This is an optimization exercise on Yosys and OpenROAD, whose aim is small area and a short achievable clock period, not a production implementation. Where RTL was checked, it was by simulation tests only, not by an equivalence proof against the original. Power is estimated from default activity; no workload was simulated.

// note_lane_scroller
module note_lane_scroller #(
  parameter  int LANES   = note_pkg::DEF_LANES,
  parameter  int SLOTS   = 40,
  parameter  int POS_W   = note_pkg::DEF_POS_W,
  parameter  int SPEED_W = 4,
  parameter  int SPAWN_Y = note_pkg::DEF_SPAWN_Y,
  parameter  int HIT_Y   = note_pkg::DEF_HIT_Y,
  parameter  int HIT_WIN = note_pkg::DEF_HIT_WIN,
  localparam int IDX_W   = $clog2(SLOTS),
  localparam int LANE_W  = $clog2(LANES),
  localparam int CNT_W   = $clog2(SLOTS + 1)
) (
  input  logic               clock,
  input  logic               reset_n,
  input  logic               tick,
  input  logic [SPEED_W-1:0] speed,
  input  logic               chart_valid,
  input  logic [LANES-1:0]   chart_lanes,
  output logic               chart_ready,
  input  logic [LANES-1:0]   strum,
  output logic [LANES-1:0]   hit,
  output logic [LANES-1:0]   miss,
  output logic [LANES-1:0]   bad_strum,
  input  logic [IDX_W-1:0]   rd_idx,
  output logic               rd_valid,
  output logic [LANE_W-1:0]  rd_lane,
  output logic [POS_W-1:0]   rd_pos,
  output logic [CNT_W-1:0]   active_count,
  output logic               overflow
);
  localparam int PW = 9;
  localparam logic [PW-1:0] P_OFS   = 9'd11;
  localparam logic [PW-1:0] P_SPAWN = PW'(SPAWN_Y) + P_OFS;
  localparam int NQ = 4;                        
  localparam int QS = SLOTS / NQ;
  localparam int CG = 4;                        
  localparam int GS = SLOTS / CG;
  localparam int GW = $clog2(GS + 1);
  typedef logic [SLOTS-1:0] plane_t;
  plane_t              sv_q;                    
  plane_t [LANE_W-1:0] sl_q;                    
  plane_t [PW-1:0]     sp_q;                    
  logic                ready_q;
  logic [LANES-1:0]    pend_q;
  logic [LANES-1:0]    hit_q, bad_q;
  logic [3:0][LANES-1:0] miss_q;               
  logic [CNT_W-1:0]    base_q;
  logic [CG-1:0][GW-1:0] gone_q;
  ...
For scale: about 540 flip-flops, ~45000 µm² of cells after synthesis.
clock: 95.0 ns
lec_check: 0
cap_margin: 25
core_margin: 2
core_utilization: 50
gpl_timing_driven: 0
place_density: 0.7
slew_margin: 25
standard.sh (not shown) runs the stock make flow with config.mk's settings and CLKGATE_MAP_FILE= SYNTH_SCRIPT=/design/flow/synth_recipe.tcl, a recipe that flattens the netlist after the stock synthesis.
==> flow/flow/run.sh <==
#!/bin/bash
# Layout flow: the standard ORFS flow (standard.sh) with these changes:
#  - synthesis (flow/synth.tcl) is the standard flow's synth_recipe.tcl with the logic mapped for area: ABC runs
#    flow/abc_area.script instead of ORFS's script, and Yosys's full/half-adder extraction is
#    skipped. Registers are mapped exactly as in the standard synthesis;
#  - ports are buffered with sky130_fd_sc_hd__buf_2;
#  - the resizer's setup repair works toward a setup margin (flow/margin.txt), so that it
#    shortens the paths that set the achieved clock period. The clock and constraints are the standard flow's;
#  - clock tree synthesis uses the arguments in flow/cts_args.txt.
# Each step's full output goes to a log file in this folder (flow_synth.log, flow_layout.log).
set -euo pipefail
HERE=$(pwd)
FLOWDIR=$HERE/flow
MARGIN=$(cat $FLOWDIR/margin.txt)
CTSARGS=$(cat $FLOWDIR/cts_args.txt)
sed -e "s|SYNTH_SCRIPT=[^ ]*|SYNTH_SCRIPT=$FLOWDIR/synth.tcl|" standard.sh > own_synth.sh
sed -e "s|\"\${@:-finish}\"|SETUP_SLACK_MARGIN=$MARGIN BUFFER_PORTS_ARGS=\"-buffer_cell sky130_fd_sc_hd__buf_2\" CTS_ARGS=\"$CTSARGS\" \"\${@:-finish}\"|" standard.sh > own_layout.sh
export CUSTOM_ABC_SCRIPT=$FLOWDIR/abc_area.script
bash own_synth.sh synth > flow_synth.log 2>&1
bash own_layout.sh > flow_layout.log 2>&1
==> flow/flow/abc_area.script <==
&get -n; &st; &dch -f; &nf -a -R 1000; &put
==> flow/flow/cts_args.txt <==
-sink_clustering_enable -repair_clock_nets -dont_use_dummy_load -buf_list sky130_fd_sc_hd__clkbuf_8 -sink_clustering_size 12 -sink_clustering_max_diameter 100
==> flow/flow/margin.txt <==
72.3
==> flow/flow/synth.tcl <==
proc synth {args} { yosys synth -nofsm -noshare {*}$args }
# Map combinational logic for area: use our own ABC script in place of the one ORFS picks.
proc abc {args} {
  set i [lsearch -exact $args -script]
  if { $i >= 0 } { lset args [expr {$i + 1}] $::env(CUSTOM_ABC_SCRIPT) }
  yosys abc {*}$args
}
# Leave adders to ABC instead of Yosys's full/half-adder cell extraction.
proc extract_fa {args} { }
source $::env(SCRIPTS_DIR)/synth.tcl
# left out here: clear keep_hierarchy, flatten, clean up, hide names made inside functions, write 1_2_yosys.v
Then changed:
==> flow/flow/margin.txt (replaced) <==
72
Worst setup slack got worse by 0.20 ns.
Die area stays the same.
Non-clock buffer count shrinks by 18.


Setup of old:
Another version of the RTL of note_lane_scroller (not shown whole).
For scale: about 7700 cells after synthesis, roughly 530 flip-flops.
clock: 95.0 ns
lec_check: 0
cap_margin: 20
core_margin: 2
core_utilization: 30
place_density: 0.5
slew_margin: 20
==> flow/flow/run.sh <==
#!/bin/bash
# Layout flow: the standard ORFS flow, with a synthesis script that maps the logic for area
# (ABC "map -a", no Yosys full-adder extraction). Registers are mapped exactly as in the standard
# synthesis. Each step's full output goes to a log file in this folder.
set -euo pipefail
HERE=$(pwd)
FLOWDIR=$HERE/flow
sed -e "s|SYNTH_SCRIPT=[^ ]*|SYNTH_SCRIPT=$FLOWDIR/synth.tcl|" standard.sh > own_synth.sh
export CUSTOM_ABC_SCRIPT=$FLOWDIR/abc_area.script
bash own_synth.sh synth > flow_synth.log 2>&1
bash standard.sh > flow_layout.log 2>&1
==> flow/flow/abc_area.script <==
strash; dch; map -a
Scripts as last shown in full above: flow/flow/synth.tcl
old completed end to end with timing, DRC and antenna clean.
diff inputs: old => new
Settings: GPL_TIMING_DRIVEN: unset -> 0; CTS_BUF_LIST: unset -> sky130_fd_sc_hd__clkbuf_8; CTS_CLUSTER_SIZE: unset -> 30.
[summary]
Timing startpoint of the critical path: rd_idx[1] -> old, rd_idx[4] -> new. old has a higher portion of the layout cell area used by non-clock buffers than new. Compared with old, new shows number of nets in the finished design that has gone down slightly. Power consumed by sequential cells, new vs old: up by a few percent. new vs. old: power share of the combinational group went down 2.0 points, first-pass GRT wire length went down 24 mm.
Function was not checked in any run of this note: the RTL went through the layout flow alone.


note_lane_scroller, a different RTL version from the one above (not shown whole).
Size: ~5800 cells after synthesis, roughly 530 flip-flops, ~55 I/O pins, roughly 0.045 mm2 of cells after synthesis.
## note_lane_scroller
module note_lane_scroller #(
  parameter  int LANES   = note_pkg::DEF_LANES,
  parameter  int SLOTS   = 40,
  parameter  int POS_W   = note_pkg::DEF_POS_W,
  parameter  int SPEED_W = 4,
  parameter  int SPAWN_Y = note_pkg::DEF_SPAWN_Y,
  parameter  int HIT_Y   = note_pkg::DEF_HIT_Y,
  parameter  int HIT_WIN = note_pkg::DEF_HIT_WIN,
  localparam int IDX_W   = $clog2(SLOTS),
  localparam int LANE_W  = $clog2(LANES),
  localparam int CNT_W   = $clog2(SLOTS + 1)
) (
  input  logic               clock,
  input  logic               reset_n,
  input  logic               tick,
  input  logic [SPEED_W-1:0] speed,
  input  logic               chart_valid,
  input  logic [LANES-1:0]   chart_lanes,
  output logic               chart_ready,
  input  logic [LANES-1:0]   strum,
  output logic [LANES-1:0]   hit,
  output logic [LANES-1:0]   miss,
  output logic [LANES-1:0]   bad_strum,
  input  logic [IDX_W-1:0]   rd_idx,
  output logic               rd_valid,
  output logic [LANE_W-1:0]  rd_lane,
  output logic [POS_W-1:0]   rd_pos,
  output logic [CNT_W-1:0]   active_count,
  output logic               overflow
);
==> flow/config.mk <==
export PLATFORM = sky130hd
export DESIGN_NAME = note_lane_scroller
export DESIGN_NICKNAME = note_lane_scroller
export VERILOG_FILES = /design/flow/design.v
export SDC_FILE = /design/flow/constraint.sdc
export NUM_CORES = 8
export LEC_CHECK = 0
export CAP_MARGIN = 25
export CORE_MARGIN = 2
export CORE_UTILIZATION = 55
export GPL_TIMING_DRIVEN = 0
export PLACE_DENSITY = 0.7
export SLEW_MARGIN = 25
==> flow/constraint.sdc <==
create_clock -name core_clock -period 95.0 [get_ports {clock}]
set_input_delay 19.0000 -clock core_clock [delete_from_list [all_inputs] [get_ports {clock}]]
set_output_delay 19.0000 -clock core_clock [all_outputs]
set_load 0.01 [all_outputs]
==> flow/flow/run.sh <==
#!/bin/bash
# Layout flow: the standard ORFS flow (standard.sh) with these changes:
#  - synthesis (flow/synth.tcl) is the standard flow's synth_recipe.tcl with the logic mapped for area: ABC runs
#    flow/abc_area.script instead of ORFS's script, and Yosys's full/half-adder extraction is
#    skipped. Registers are mapped exactly as in the standard synthesis;
#  - ports are buffered with sky130_fd_sc_hd__buf_2;
#  - the resizer's setup repair works toward a setup margin (flow/margin.txt), so that it
#    shortens the paths that set the achieved clock period. The clock and constraints are the standard flow's;
#  - clock tree synthesis uses the arguments in flow/cts_args.txt.
# Each step's full output goes to a log file in this folder (flow_synth.log, flow_layout.log).
set -euo pipefail
HERE=$(pwd)
FLOWDIR=$HERE/flow
MARGIN=$(cat $FLOWDIR/margin.txt)
CTSARGS=$(cat $FLOWDIR/cts_args.txt)
sed -e "s|SYNTH_SCRIPT=[^ ]*|SYNTH_SCRIPT=$FLOWDIR/synth.tcl|" standard.sh > own_synth.sh
sed -e "s|\"\${@:-finish}\"|SETUP_SLACK_MARGIN=$MARGIN BUFFER_PORTS_ARGS=\"-buffer_cell sky130_fd_sc_hd__buf_2\" CTS_ARGS=\"$CTSARGS\" \"\${@:-finish}\"|" standard.sh > own_layout.sh
export CUSTOM_ABC_SCRIPT=$FLOWDIR/abc_area.script
bash own_synth.sh synth > flow_synth.log 2>&1
bash own_layout.sh > flow_layout.log 2>&1
==> flow/flow/abc_area.script <==
&get -n; &st; &dch -f; &nf -a -R 1000; &put
==> flow/flow/margin.txt <==
72
Scripts as last shown in full above: flow/flow/cts_args.txt, flow/flow/synth.tcl
The first run passed the timing, DRC and antenna checks.
Edit:
--- a/flow/flow/run.sh
+++ b/flow/flow/run.sh
@@ -3,3 +3,2 @@
-#  - synthesis (flow/synth.tcl) is the standard flow's synth_recipe.tcl with the logic mapped for area: ABC runs
-#    flow/abc_area.script instead of ORFS's script, and Yosys's full/half-adder extraction is
-#    skipped. Registers are mapped exactly as in the standard synthesis;
+#  - synthesis maps the logic for area (ABC "map -a", no Yosys full-adder extraction); registers
+#    are mapped exactly as in the standard synthesis (flow/synth.tcl);
@@ -9,2 +8,2 @@
-#  - clock tree synthesis uses the arguments in flow/cts_args.txt.
-# Each step's full output goes to a log file in this folder (flow_synth.log, flow_layout.log).
+#  - clock tree synthesis arguments come from flow/cts_args.txt.
+# Each step's full output goes to a log file in this folder.
==> flow/flow/abc_area.script (replaced) <==
strash; dch; map -a
==> flow/flow/margin.txt (replaced) <==
73
- CAP_MARGIN: 25 -> 20
- CORE_UTILIZATION: 55 -> 45
- PLACE_DENSITY: 0.7 -> 0.6
- SLEW_MARGIN: 25 -> 20
The new run finished clean. Fmax climbs by 2.6%. First-iteration DRC count climbs by 7.3%. Synthesized cell count rose by 30%. Wire length is higher by 33%. Via count goes up by 19%.
Edit:
--- a/flow/flow/run.sh
+++ b/flow/flow/run.sh
@@ -3,2 +3,3 @@
-#  - synthesis maps the logic for area (ABC "map -a", no Yosys full-adder extraction); registers
-#    are mapped exactly as in the standard synthesis (flow/synth.tcl);
+#  - synthesis (flow/synth.tcl) is the standard flow's synth_recipe.tcl with the logic mapped for area: ABC runs
+#    flow/abc_area.script instead of ORFS's script, and Yosys's full/half-adder extraction is
+#    skipped. Registers are mapped exactly as in the standard synthesis;
@@ -8,2 +9,2 @@
-#  - clock tree synthesis arguments come from flow/cts_args.txt.
-# Each step's full output goes to a log file in this folder.
+#  - clock tree synthesis uses the arguments in flow/cts_args.txt.
+# Each step's full output goes to a log file in this folder (flow_synth.log, flow_layout.log).
==> flow/flow/abc_area.script (replaced) <==
&get -n; &st; &dch -f; &nf -a -R 1000; &put
==> flow/flow/cts_args.txt (replaced) <==
-sink_clustering_enable -repair_clock_nets -dont_use_dummy_load -buf_list sky130_fd_sc_hd__clkbuf_8 -sink_clustering_size 14 -sink_clustering_max_diameter 100
==> flow/flow/margin.txt (replaced) <==
72
- CAP_MARGIN: 20 -> 25
- CORE_UTILIZATION: 45 -> 55
- PLACE_DENSITY: 0.6 -> 0.7
- SLEW_MARGIN: 20 -> 25
Outcome:
- The changed run completed with no timing, DRC or antenna violations
- synthesized cell count goes down by 23%
- count of clock-buffer cells in the layout goes down by 6
- worst hold slack barely changes
- routed wire length goes down by 25%
Edit:
==> flow/flow/cts_args.txt (replaced) <==
-sink_clustering_enable -repair_clock_nets -dont_use_dummy_load -buf_list sky130_fd_sc_hd__clkbuf_8 -sink_clustering_size 12 -sink_clustering_max_diameter 100
- CAP_MARGIN: 25 -> 30
- CORE_UTILIZATION: 55 -> 50
- SLEW_MARGIN: 25 -> 30
Flip-flop and latch count stays the same. Count of clock-buffer cells in the layout climbs by 6. Worst hold slack degrades by 0.011 ns. Fmax is higher slightly. Worst setup slack improves by 0.10 ns. Area after synthesis is unchanged.


== the baseline ==
note_lane_scroller, a different RTL version from the one above (not shown whole).
For scale: roughly 8200 cells after synthesis, about 530 flip-flops, ~55 I/O pins, ~50000 sq um of cells after synthesis.
export LEC_CHECK = 0
export CAP_MARGIN = 20
export CORE_MARGIN = 2
export CORE_UTILIZATION = 45
export CTS_BUF_LIST = sky130_fd_sc_hd__clkbuf_8
export CTS_CLUSTER_SIZE = 30
export GPL_TIMING_DRIVEN = 0
export PLACE_DENSITY = 0.6
export SLEW_MARGIN = 20
create_clock -name core_clock -period 95.0 [get_ports {clock}]
==> flow/flow/run.sh <==
#!/bin/bash
# Layout flow: the standard ORFS flow with three changes:
#  - synthesis maps the logic for area (ABC "map -a", no Yosys full-adder extraction), except the
#    module note_late (logic after the late inputs), which is mapped for delay; registers
#    are mapped exactly as in the standard synthesis;
#  - ports are buffered with sky130_fd_sc_hd__buf_2;
#  - the resizer's setup repair works toward a setup margin (flow/margin.txt), so that it
#    shortens the paths that set the achieved clock period. The clock and constraints are the standard flow's.
# Each step's full output goes to a log file in this folder.
set -euo pipefail
HERE=$(pwd)
FLOWDIR=$HERE/flow
MARGIN=$(cat $FLOWDIR/margin.txt)
sed -e "s|SYNTH_SCRIPT=[^ ]*|SYNTH_SCRIPT=$FLOWDIR/synth.tcl|" standard.sh > own_synth.sh
sed -e "s|\"\${@:-finish}\"|SETUP_SLACK_MARGIN=$MARGIN BUFFER_PORTS_ARGS=\"-buffer_cell sky130_fd_sc_hd__buf_2\" \"\${@:-finish}\"|" standard.sh > own_layout.sh
export CUSTOM_ABC_SCRIPT=$FLOWDIR/abc_area.script
export CUSTOM_ABC_SCRIPT_LATE=$FLOWDIR/abc_late.script
bash own_synth.sh synth > flow_synth.log 2>&1
bash own_layout.sh > flow_layout.log 2>&1
==> flow/flow/abc_area.script <==
strash; dch; map -a
==> flow/flow/abc_late.script <==
strash; dch; map
==> flow/flow/margin.txt <==
72
==> flow/flow/synth.tcl <==
# The standard flow's synthesis script (synth_recipe.tcl) with the logic mapped for area: ABC runs our own
# script, Yosys's full/half-adder extraction is skipped, and the combinational module note_late
# (the logic after the late inputs) is kept apart until mapping and mapped with a delay script.
# Registers are all in the top module and are mapped exactly as in the standard synthesis.
proc synth {args} {
  if { ![info exists ::late_kept] } {
    set ::late_kept 1
    catch { yosys setattr -mod -set keep_hierarchy 1 note_late }
  }
  yosys synth -nofsm -noshare {*}$args
}
proc abc {args} {
  set i [lsearch -exact $args -script]
  set top_args $args
  set late_args $args
  if { $i >= 0 } {
    lset top_args [expr {$i + 1}] $::env(CUSTOM_ABC_SCRIPT)
    lset late_args [expr {$i + 1}] $::env(CUSTOM_ABC_SCRIPT_LATE)
  }
  yosys abc {*}$top_args $::env(DESIGN_NAME)
  catch { yosys abc {*}$late_args note_late }
}
proc extract_fa {args} { }
source $::env(SCRIPTS_DIR)/synth.tcl
# left out here: clear keep_hierarchy, flatten, clean up, hide names made inside functions, write 1_2_yosys.v
## Diff of input files: the candidate against the baseline
==> flow/flow/margin.txt <==
73.5
Findings:
| sequential share of layout area | higher: the baseline |
Going from the baseline to the candidate, internal power summed over all cells moved up; number of cells on the worst reg-to-reg path moved down.
As far as area after synthesis goes, the candidate and the baseline are indistinguishable; the numbers are identical.
met2 wire length grows by a few percent when moving from the baseline to the candidate.
Lower worst hold slack across all endpoints among the candidate and the baseline: the baseline
Clock buffer and inverter area fraction after layout down 0.28 points in the candidate wrt the baseline
No run of this note included a check of the RTL's function; only the layout flow was run.

==> afterwards: timing with drivers on the ports <==
Ports are ideal in the flow. The routed layouts listed here were re-timed in OpenROAD. Step 1 (the two cells are an assumption about what drives the block):
set clk [get_ports {clock}]
set_driving_cell -lib_cell sky130_fd_sc_hd__clkbuf_16 $clk
set_driving_cell -lib_cell sky130_fd_sc_hd__buf_2 [delete_from_list [all_inputs] $clk]
Step 2 times the ports against the registers' clock, not the clock port: input delays grow and output delays shrink by t, the midpoint of the rising clock arrivals with the driver on. Slacks: no drivers / after step 1 / after step 2; pairs: no drivers / after step 1.
run	t, ns	setup WS [ns]	hold WS [ns]	worst register clock-pin slew, ns
the first run of note 1	0.838	72.353 / 72.300 / 71.569	0.500 / 0.500 / 0.500	0.10 / 0.10
the second run of note 1	0.827	72.155 / 72.146 / 71.377	0.494 / 0.494 / 0.494	0.10 / 0.10
old	0.782	68.611 / 68.681 / 67.900	0.462 / 0.462 / 0.462	0.06 / 0.06
new	0.941	67.508 / 67.568 / 66.627	0.472 / 0.472 / 0.472	0.09 / 0.09
the first run of note 3	0.792	71.901 / 71.944 / 71.152	0.466 / 0.466 / 0.466	0.11 / 0.11
the second run of note 3	0.893	72.497 / 72.487 / 71.595	0.465 / 0.465 / 0.465	0.11 / 0.11
the third run of note 3	0.795	71.972 / 72.019 / 71.224	0.466 / 0.466 / 0.466	0.12 / 0.12
the fourth run of note 3	0.833	72.076 / 72.108 / 71.275	0.455 / 0.455 / 0.455	0.11 / 0.11
the baseline	0.918	71.750 / 71.789 / 70.871	0.478 / 0.478 / 0.478	0.08 / 0.08
the candidate	0.938	72.931 / 72.707 / 71.768	0.493 / 0.493 / 0.493	0.13 / 0.13
After both steps setup and hold are still met in every run listed. The setup slack of the candidate, which loses most, moves by -0.224 ns with the drivers and by -1.163 ns with both steps.
